This is an optimization exercise on Yosys and OpenROAD, whose aim is small area, not a production implementation. Only simulation tests tie the RTL to the original design; equivalence was not proved. The flow treats the clock pin as an ideal source, which a real chip does not have. Power is estimated from default activity; no workload was simulated.

==> v27 <==
Design matrixCalcTop, start of the top module:
module matrixCalcTop (
  input  logic       clk,
  input  logic       resetn,
  input  logic       go,
  input  logic [2:0] dataIn,
  input  logic [1:0] opIn,
  input  logic [1:0] rowSel,
  output logic [9:0] led,
  output logic [6:0] hex0,
  output logic [6:0] hex1,
  output logic [6:0] hex2,
  output logic [6:0] hex3,
  output logic [6:0] hex4,
  output logic [6:0] hex5
);
  logic        shift;
  logic        loadOp;
  logic        compute;
  logic [4:0]  slotLed;
  logic [53:0] chain;
  logic [1:0]  op;
  logic [26:0] matA;
  logic [26:0] matB;
  logic [1:0]  opHeld;
  logic        valid;
  entrySequencer sequencer (
    .clk     (clk),
    .resetn  (resetn),
    .go      (go),
    .shift   (shift),
    .loadOp  (loadOp),
    .compute (compute),
    .led     (slotLed)
  );
  operandStore store (
    .clk    (clk),
    .dataIn (dataIn),
    .opIn   (opIn),
    .shift  (shift),
    .loadOp (loadOp),
    .chain  (chain),
    .op     (op)
  );
  matrixAlu alu (
    .clk     (clk),
    .resetn  (resetn),
    .chain   (chain),
    .op      (op),
    .compute (compute),
    .matA    (matA),
    .matB    (matB),
    .opHeld  (opHeld),
    .valid   (valid)
  );
  resultDisplay display (
    .matA   (matA),
    .matB   (matB),
    .op     (opHeld),
    .valid  (valid),
    .rowSel (rowSel),
    .hex0   (hex0),
    .hex1   (hex1),
    .hex2   (hex2),
    .hex3   (hex3),
    .hex4   (hex4),
    .hex5   (hex5)
  );
  assign led = {5'd0, slotLed};
endmodule
clock: 20.0 ns
lec_check: 0
cap_margin: 20
core_margin: 2
core_utilization: 40
slew_margin: 20
standard.sh (not shown) runs the stock make flow with config.mk's settings and CLKGATE_MAP_FILE= SYNTH_SCRIPT=/design/flow/synth_recipe.tcl, a recipe that flattens the netlist after the stock synthesis.
==> flow/flow/run.sh <==
#!/bin/bash
# Own layout flow: the standard ORFS flow, with
#  - synthesis: the standard script, but without the fa/ha adder-cell extraction and
#    with a deeper area-oriented ABC script (flow/abc_area_deep.script)
#  - port buffers of the smallest buffer cell
#  - a clock tree of small buffers and no dummy loads
# Each tool's output goes to a log file in this folder (make.log, def.log) and
# ORFS's own per-step logs under orfs/logs/.
set -euo pipefail
HERE=$(pwd)
FL=$HERE/flow

# synthesis script: the standard flow's, with abc given our script
{
  head -n 1 synth_recipe.tcl
  cat <<TCL
proc abc {args} {
  set i [lsearch -exact \$args -script]
  if { \$i >= 0 } { lset args [expr {\$i + 1}] $FL/abc_area_deep.script }
  yosys abc {*}\$args
}
TCL
  tail -n +2 synth_recipe.tcl
} > my_synth.tcl

# the make line of standard.sh, with our settings
MAKELINE=$(grep '^make ' standard.sh)
MAKELINE=${MAKELINE% \"\$\{@:-finish\}\"}
MAKELINE=$(echo "$MAKELINE" | sed "s#SYNTH_SCRIPT=[^ ]*#SYNTH_SCRIPT=$HERE/my_synth.tcl#")
CTS="-sink_clustering_enable -repair_clock_nets -dont_use_dummy_load -buf_list sky130_fd_sc_hd__clkbuf_4 -sink_clustering_size 30 -sink_clustering_max_diameter 100"
eval "$MAKELINE" ADDER_MAP_FILE= \
  "BUFFER_PORTS_ARGS=\"-buffer_cell sky130_fd_sc_hd__buf_1\"" \
  "CTS_ARGS=\"$CTS\"" \
  finish > make.log 2>&1

# final DEF, as standard.sh writes it
ODB=$(grep -o '[^ ]*6_final.odb' standard.sh | head -1)
: # left out here: write the final layout as DEF
==> flow/flow/abc_area_deep.script <==
strash
&get -n
&deepsyn -T 30
&put
dch -f
map -a
topo
==> v1 (differences from v27) <==
==> flow/flow/abc_area_deep.script (replaced) <==
strash
&get -n
&deepsyn -T 30
&put
dch -f
amap -A 1000
topo
==> v10 (differences from v27) <==
==> flow/run.sh (new file) <==
#!/bin/bash
# synth_recipe.tcl (not shown) runs the flow's synth.tcl, then flattens the netlist and writes it again
# the make line also repeats each setting of config.mk as NAME=value (left out here)
make -C /OpenROAD-flow-scripts/flow DESIGN_CONFIG=/design/flow/config.mk WORK_HOME=/design/flow/orfs CLKGATE_MAP_FILE= SYNTH_SCRIPT=/design/flow/synth_recipe.tcl finish
- CTS_BUF_LIST: unset -> sky130_fd_sc_hd__clkbuf_4
- CTS_CLUSTER_DIAMETER: unset -> 100
- CTS_CLUSTER_SIZE: unset -> 30
removed: flow/flow/run.sh
removed: flow/flow/abc_area_deep.script
removed: flow/standard.sh
==> notes <==
- Against v27, the clock skew of v10 is lower by 0.013 ns.
- In v1 the cell area is lower than in v27, by 5.3%.
- Cell count: v27 > v1 > v10.
- In v1 the clock power is smaller than in v10, by 38%.
- The highest power belongs to v10, the lowest to v1.
- Fmax, highest first: v1, v27, v10.
- Of v1 and v10, v1 has the higher non-clock buffer count (gap 6).
- In sequential power, v27 and v1 hardly differ.
- Between v10 and v27, the lower via count is in v10 (gap 13%, measured against v27).
- Between v1 and v10, the lower combinational power is in v1 (gap about 44%, measured against v10).
- Global-route usage: v27 > v1 > v10.

==> trial 2: inputs <==
Another version of the RTL of matrixCalcTop (not shown whole).
## matrixCalcTop
module matrixCalcTop (
  input  logic       clk,
  input  logic       resetn,
  input  logic       go,
  input  logic [2:0] dataIn,
  input  logic [1:0] opIn,
  input  logic [1:0] rowSel,
  output logic [9:0] led,
  output logic [6:0] hex0,
  output logic [6:0] hex1,
  output logic [6:0] hex2,
  output logic [6:0] hex3,
  output logic [6:0] hex4,
  output logic [6:0] hex5
);
==> module entrySequencer, before the edit <==
module entrySequencer (
  input  logic       clk,
  input  logic       resetn,
  input  logic       go,
  output logic       shift,
  output logic       loadOp,
  output logic       compute,
  output logic [4:0] led
);
  localparam logic [2:0] stLoad     = 3'd0;
  localparam logic [2:0] stLoadNext = 3'd1;
  localparam logic [2:0] stLoadWait = 3'd2;
  localparam logic [2:0] stOp       = 3'd4;
  localparam logic [2:0] stOpWait   = 3'd5;
  localparam logic [2:0] stCompute  = 3'd6;
  logic [2:0] state;
  logic [2:0] nextState;
  logic [4:0] ledCnt;
  logic       inLoad;
  logic       lastSlot;
  assign inLoad = (state == stLoad) || (state == stLoadNext);
  assign lastSlot = ledCnt[4] & ledCnt[0];
  always_comb begin
    nextState = state;
    case (state)
      stLoad, stLoadNext: nextState = go ? stLoadWait : stLoad;
      stLoadWait: if (!go) nextState = lastSlot ? stOp : stLoadNext;
      stOp:       if (go) nextState = stOpWait;
      stOpWait:   if (!go) nextState = stCompute;
      stCompute:  nextState = stLoadNext;
      default:    nextState = stLoad;
    endcase
  end
  always_ff @(posedge clk) begin
    if (!resetn) begin
      state <= stLoad;
      ledCnt <= '0;
    end else begin
      state <= nextState;
      if (state == stLoadNext) begin
        ledCnt <= lastSlot ? 5'd0 : ledCnt + 5'd1;
      end
    end
  end
  assign shift = inLoad & go;
  assign loadOp = (state == stOp);
  assign compute = (state == stCompute);
  assign led = ledCnt;
endmodule
==> module operandStore, before the edit <==
module operandStore (
  input  logic        clk,
  input  logic [2:0]  dataIn,
  input  logic [1:0]  opIn,
  input  logic        shift,
  input  logic        loadOp,
  output logic [53:0] chain,
  output logic [1:0]  op
);
  always_ff @(posedge clk) begin
    if (shift) begin
      chain <= {chain[50:0], dataIn};
    end
  end
  always_ff @(posedge clk) begin
    if (loadOp) begin
      op <= opIn;
    end
  end
endmodule
==> module matrixCalcTop, before the edit <==
module matrixCalcTop (
  input  logic       clk,
  input  logic       resetn,
  input  logic       go,
  input  logic [2:0] dataIn,
  input  logic [1:0] opIn,
  input  logic [1:0] rowSel,
  output logic [9:0] led,
  output logic [6:0] hex0,
  output logic [6:0] hex1,
  output logic [6:0] hex2,
  output logic [6:0] hex3,
  output logic [6:0] hex4,
  output logic [6:0] hex5
);
  logic        shift;
  logic        loadOp;
  logic        compute;
  logic [4:0]  slotLed;
  logic [53:0] chain;
  logic [1:0]  op;
  logic [26:0] matA;
  logic [26:0] matB;
  logic [1:0]  opHeld;
  logic        valid;
  entrySequencer sequencer (
    .clk     (clk),
    .resetn  (resetn),
    .go      (go),
    .shift   (shift),
    .loadOp  (loadOp),
    .compute (compute),
    .led     (slotLed)
  );
  operandStore store (
    .clk    (clk),
    .dataIn (dataIn),
    .opIn   (opIn),
    .shift  (shift),
    .loadOp (loadOp),
    .chain  (chain),
    .op     (op)
  );
  matrixAlu alu (
    .clk     (clk),
    .resetn  (resetn),
    .chain   (chain),
    .op      (op),
    .compute (compute),
    .matA    (matA),
    .matB    (matB),
    .opHeld  (opHeld),
    .valid   (valid)
  );
  resultDisplay display (
    .matA   (matA),
    .matB   (matB),
    .op     (opHeld),
    .valid  (valid),
    .rowSel (rowSel),
    .hex0   (hex0),
    .hex1   (hex1),
    .hex2   (hex2),
    .hex3   (hex3),
    .hex4   (hex4),
    .hex5   (hex5)
  );
  assign led = {5'd0, slotLed};
endmodule
clock: 20.0 ns
lec_check: 0
cap_margin: 20
core_margin: 2
core_utilization: 40
slew_margin: 20
==> flow/flow/run.sh <==
#!/bin/bash
# Own layout flow: the standard ORFS flow, with
#  - synthesis: the standard script, but without the fa/ha adder-cell extraction and
#    with a deeper area-oriented ABC script (flow/abc_area_deep.script)
#  - port buffers of the smallest buffer cell
#  - a clock tree of small buffers and no dummy loads
# Each tool's output goes to a log file in this folder (make.log, def.log) and
# ORFS's own per-step logs under orfs/logs/.
set -euo pipefail
HERE=$(pwd)
FL=$HERE/flow

# synthesis script: the standard flow's, with abc given our script
{
  head -n 1 synth_recipe.tcl
  cat <<TCL
proc abc {args} {
  set i [lsearch -exact \$args -script]
  if { \$i >= 0 } { lset args [expr {\$i + 1}] $FL/abc_area_deep.script }
  yosys abc {*}\$args
}
TCL
  tail -n +2 synth_recipe.tcl
} > my_synth.tcl

# the make line of standard.sh, with our settings
MAKELINE=$(grep '^make ' standard.sh)
MAKELINE=${MAKELINE% \"\$\{@:-finish\}\"}
MAKELINE=$(echo "$MAKELINE" | sed "s#SYNTH_SCRIPT=[^ ]*#SYNTH_SCRIPT=$HERE/my_synth.tcl#")
CTS="-sink_clustering_enable -repair_clock_nets -dont_use_dummy_load -buf_list sky130_fd_sc_hd__clkbuf_4 -sink_clustering_size 30 -sink_clustering_max_diameter 100"
eval "$MAKELINE" ADDER_MAP_FILE= \
  "MIN_BUF_CELL_AND_PORTS=\"sky130_fd_sc_hd__buf_1 A X\"" \
  "BUFFER_PORTS_ARGS=\"-buffer_cell sky130_fd_sc_hd__buf_1\"" \
  "CTS_ARGS=\"$CTS\"" \
  finish > make.log 2>&1

# final DEF, as standard.sh writes it
ODB=$(grep -o '[^ ]*6_final.odb' standard.sh | head -1)
: # left out here: write the final layout as DEF
==> flow/flow/abc_area_deep.script <==
strash
&get -n
&deepsyn -T 30
&put
dch -f
amap -A 1000
topo
==> inputs of build 9, as changes to trial 2 <==
--- a/flow/design.v
+++ b/flow/design.v
@@ -3,17 +3,18 @@
   input  logic       resetn,
   input  logic       go,
+  input  logic [1:0] opIn,
   output logic       shift,
-  output logic       loadOp,
   output logic       compute,
+  output logic [1:0] op,
   output logic [4:0] led
 );
-  localparam logic [2:0] stLoad     = 3'd0;
-  localparam logic [2:0] stLoadNext = 3'd1;
-  localparam logic [2:0] stLoadWait = 3'd2;
-  localparam logic [2:0] stOp       = 3'd4;
-  localparam logic [2:0] stOpWait   = 3'd5;
-  localparam logic [2:0] stCompute  = 3'd6;
-  logic [2:0] state;
-  logic [2:0] nextState;
+  localparam logic [3:0] stLoad     = 4'b0000;
+  localparam logic [3:0] stLoadNext = 4'b0001;
+  localparam logic [3:0] stLoadWait = 4'b0010;
+  localparam logic [3:0] stOp       = 4'b0011;
+  localparam logic [1:0] stOpWait   = 2'b10;
+  localparam logic [1:0] stCompute  = 2'b11;
+  logic [3:0] state;
+  logic [3:0] nextState;
   logic [4:0] ledCnt;
   logic       inLoad;
@@ -23,11 +24,14 @@
   always_comb begin
     nextState = state;
-    case (state)
-      stLoad, stLoadNext: nextState = go ? stLoadWait : stLoad;
-      stLoadWait: if (!go) nextState = lastSlot ? stOp : stLoadNext;
-      stOp:       if (go) nextState = stOpWait;
-      stOpWait:   if (!go) nextState = stCompute;
-      stCompute:  nextState = stLoadNext;
-      default:    nextState = stLoad;
+    case (state[3:2])
+      2'b00: begin
+        case (state[1:0])
+          2'b00, 2'b01: nextState = go ? stLoadWait : stLoad;
+          2'b10: if (!go) nextState = lastSlot ? stOp : stLoadNext;
+          default: if (go) nextState = {stOpWait, opIn};
+        endcase
+      end
+      stOpWait: if (!go) nextState = {stCompute, state[1:0]};
+      default: nextState = stLoadNext;
     endcase
   end
@@ -44,6 +48,6 @@
   end
   assign shift = inLoad & go;
-  assign loadOp = (state == stOp);
-  assign compute = (state == stCompute);
+  assign compute = (state[3:2] == stCompute);
+  assign op = state[1:0];
   assign led = ledCnt;
 endmodule
@@ -51,9 +55,6 @@
   input  logic        clk,
   input  logic [2:0]  dataIn,
-  input  logic [1:0]  opIn,
   input  logic        shift,
-  input  logic        loadOp,
-  output logic [53:0] chain,
-  output logic [1:0]  op
+  output logic [53:0] chain
 );
   always_ff @(posedge clk) begin
@@ -62,9 +63,4 @@
     end
   end
-  always_ff @(posedge clk) begin
-    if (loadOp) begin
-      op <= opIn;
-    end
-  end
 endmodule
 module matrixAlu (
@@ -355,5 +351,4 @@
 );
   logic        shift;
-  logic        loadOp;
   logic        compute;
   logic [4:0]  slotLed;
@@ -368,7 +363,8 @@
     .resetn  (resetn),
     .go      (go),
+    .opIn    (opIn),
     .shift   (shift),
-    .loadOp  (loadOp),
     .compute (compute),
+    .op      (op),
     .led     (slotLed)
   );
@@ -376,9 +372,6 @@
     .clk    (clk),
     .dataIn (dataIn),
-    .opIn   (opIn),
     .shift  (shift),
-    .loadOp (loadOp),
-    .chain  (chain),
-    .op     (op)
+    .chain  (chain)
   );
   matrixAlu alu (
--- a/flow/flow/run.sh
+++ b/flow/flow/run.sh
@@ -4,5 +4,6 @@
 #    with a deeper area-oriented ABC script (flow/abc_area_deep.script)
 #  - port buffers of the smallest buffer cell
-#  - a clock tree of small buffers and no dummy loads
+#  - a clock tree built by hand before CTS (flow/clock_tree.tcl): two levels of
+#    small buffers over balanced groups of registers; CTS then adds nothing
 # Each tool's output goes to a log file in this folder (make.log, def.log) and
 # ORFS's own per-step logs under orfs/logs/.
@@ -11,5 +12,7 @@
 FL=$HERE/flow
 
-# synthesis script: the standard flow's, with abc given our script
+SEEDS="0 1 2 3 4 5"
+# synthesis script: the standard flow's, with abc given our script. ABC's deep synthesis is
+# randomised; it is run with several seeds and the smallest mapping is kept.
 {
   head -n 1 synth_recipe.tcl
@@ -17,6 +20,21 @@
 proc abc {args} {
   set i [lsearch -exact \$args -script]
-  if { \$i >= 0 } { lset args [expr {\$i + 1}] $FL/abc_area_deep.script }
-  yosys abc {*}\$args
+  if { \$i < 0 } { yosys abc {*}\$args; return }
+  set f [open $FL/abc_area_deep.script]; set text [read \$f]; close \$f
+  set lib [lindex \$::env(LIB_FILES) 0]
+  design -save before_abc
+  set best ""
+  foreach seed {$SEEDS} {
+    design -load before_abc
+    set script $HERE/abc_seed\$seed.script
+    set f [open \$script w]; puts -nonewline \$f [string map [list SEED \$seed] \$text]; close \$f
+    lset args [expr {\$i + 1}] \$script
+    yosys abc {*}\$args
+    regexp {Chip area for module [^:]*: ([0-9.]+)} [tee -q -s result.string stat -liberty \$lib] -> area
+    puts "abc seed \$seed: area \$area"
+    if { \$best eq "" || \$area < \$best } { set best \$area; design -save best_abc }
+  }
+  design -load best_abc
+  puts "abc: kept area \$best"
 }
 TCL
@@ -29,5 +47,8 @@
 MAKELINE=$(echo "$MAKELINE" | sed "s#SYNTH_SCRIPT=[^ ]*#SYNTH_SCRIPT=$HERE/my_synth.tcl#")
 CTS="-sink_clustering_enable -repair_clock_nets -dont_use_dummy_load -buf_list sky130_fd_sc_hd__clkbuf_4 -sink_clustering_size 30 -sink_clustering_max_diameter 100"
-eval "$MAKELINE" ADDER_MAP_FILE= \
+export PRE_CTS_TCL=$FL/clock_tree.tcl
+EXTRA=""
+if [[ -f $FL/extra_vars.txt ]]; then EXTRA=$(grep -v '^#' $FL/extra_vars.txt | tr '\n' ' '); fi
+eval "$MAKELINE" ADDER_MAP_FILE= $EXTRA \
   "MIN_BUF_CELL_AND_PORTS=\"sky130_fd_sc_hd__buf_1 A X\"" \
   "BUFFER_PORTS_ARGS=\"-buffer_cell sky130_fd_sc_hd__buf_1\"" \
==> flow/flow/abc_area_deep.script (replaced) <==
strash
&get -n
&deepsyn -T 30 -S SEED
&put
dch -f
amap -m -F 4 -A 10 -C 2000
topo
==> flow/flow/clock_tree.tcl (new file) <==
# Clock tree built by hand: the register clock pins are split by recursive bisection
# into groups of at most MAXS sinks; each group gets a leaf buffer at its centroid,
# and one root buffer drives the leaves. All paths have the same two buffer levels.
proc mt_split { pts nleaf } {
  if { $nleaf <= 1 } { return [list $pts] }
  set xs [lmap q $pts { lindex $q 1 }]
  set ys [lmap q $pts { lindex $q 2 }]
  set dx [expr { [tcl::mathfunc::max {*}$xs] - [tcl::mathfunc::min {*}$xs] }]
  set dy [expr { [tcl::mathfunc::max {*}$ys] - [tcl::mathfunc::min {*}$ys] }]
  set idx [expr { $dx >= $dy ? 1 : 2 }]
  set sorted [lsort -integer -index $idx $pts]
  set n1 [expr { $nleaf / 2 }]
  set n2 [expr { $nleaf - $n1 }]
  set cut [expr { int(round([llength $pts] * double($n1) / $nleaf)) }]
  return [concat [mt_split [lrange $sorted 0 [expr {$cut - 1}]] $n1] \
                 [mt_split [lrange $sorted $cut end] $n2]]
}
proc manual_clock_tree { clkname maxs leafcell rootcell } {
  set pins [get_pins -of_objects [get_nets $clkname] -filter "direction==input"]
  set pts {}
  foreach p $pins {
    set bb [[sta::sta_to_db_inst [$p instance]] getBBox]
    lappend pts [list $p [expr {([$bb xMin] + [$bb xMax]) / 2}] [expr {([$bb yMin] + [$bb yMax]) / 2}]]
  }
  set nleaf [expr { int(ceil([llength $pts] / double($maxs))) }]
  set i 0
  foreach g [mt_split $pts $nleaf] {
    set sx 0; set sy 0
    foreach q $g { incr sx [lindex $q 1]; incr sy [lindex $q 2] }
    set m [llength $g]
    set loc [list [ord::dbu_to_microns [expr {$sx / $m}]] [ord::dbu_to_microns [expr {$sy / $m}]]]
    insert_buffer -buffer_cell $leafcell -net $clkname -load_pins [lmap q $g { lindex $q 0 }] \
      -buffer_name clkleaf_$i -net_name clkleaf_net_$i -location $loc
    puts "clock leaf $i: $m sinks at $loc"
    incr i
  }
  insert_buffer -buffer_cell $rootcell -net $clkname -buffer_name clkroot -net_name clkroot_net
}

# 121 registers: groups of at most 11 keep every clock pin's slew near 115 ps
manual_clock_tree clk 11 sky130_fd_sc_hd__clkbuf_4 sky130_fd_sc_hd__clkbuf_4
==> impl_metrics.ini <==
[final_layout]
sh_seq_area = 0.4713
stdcell_area_um2 = 7433
multiInputGateArea_um2 = 3088

[synth]
synth_top_area_frac = 0.4884

[outcome]
status = complete, no violations

[drt]
drtIter0Drc = 485

[power]
p_clk_uw = 94.7

[grt]
gr-usage-met1 = 0.2627
the above is filed under build 9

==> impl_metrics.ini <==
[outcome]
status = complete, no violations

[sta]
postLayoutSetupSlackWorst_ns = 5.956

[grt]
gr-usage-met1 = 0.2586

[final_layout]
multiInputGateArea_um2 = 3105
sh_seq_area = 0.4726
stdcell_area_um2 = 7498

[drt]
drtIter0Drc = 458

[synth]
synth_top_area_frac = 0.4934

[clock_network]
ctsResizeCount = 0

[power]
p_clk_uw = 108
the above is filed under trial 2

[static timing again, ports no longer ideal]
In the flow no input, the clock included, has a driving cell. The finished layouts below were timed again as built, in two steps.
Step 1: set_driving_cell puts a clkbuf_16 on clk and a buf_2 on each other input, an assumption about the parent block.
Step 2 moves the port delays by t, midway between the first and last clock arrival at a register: inputs arrive t later, outputs are due t later. That takes back most of the time a late clock gives input paths.
Slacks: ideal ports / drivers / drivers and shift; pairs: ideal ports / drivers.
| run | shift t [ns] | setup WS [ns] | slew at the worst register clock pin (ns) |
|---|---|---|---|
| v27 | 0.514 | 5.386 / 5.364 / 5.364 | 0.10 / 0.10 |
| v1 | 0.506 | 5.945 / 5.912 / 5.912 | 0.10 / 0.10 |
| v10 | 0.519 | 3.191 / 3.153 / 3.153 | 0.11 / 0.11 |
| trial 2 | 0.512 | 5.956 / 5.934 / 5.934 | 0.10 / 0.10 |
| build 9 | 0.476 | 5.662 / 5.638 / 5.638 | 0.11 / 0.11 |
After both steps setup and hold are still met in every run listed. For v10, which loses most, drivers alone change the setup slack by -0.038 ns; drivers and shift together by -0.038 ns.
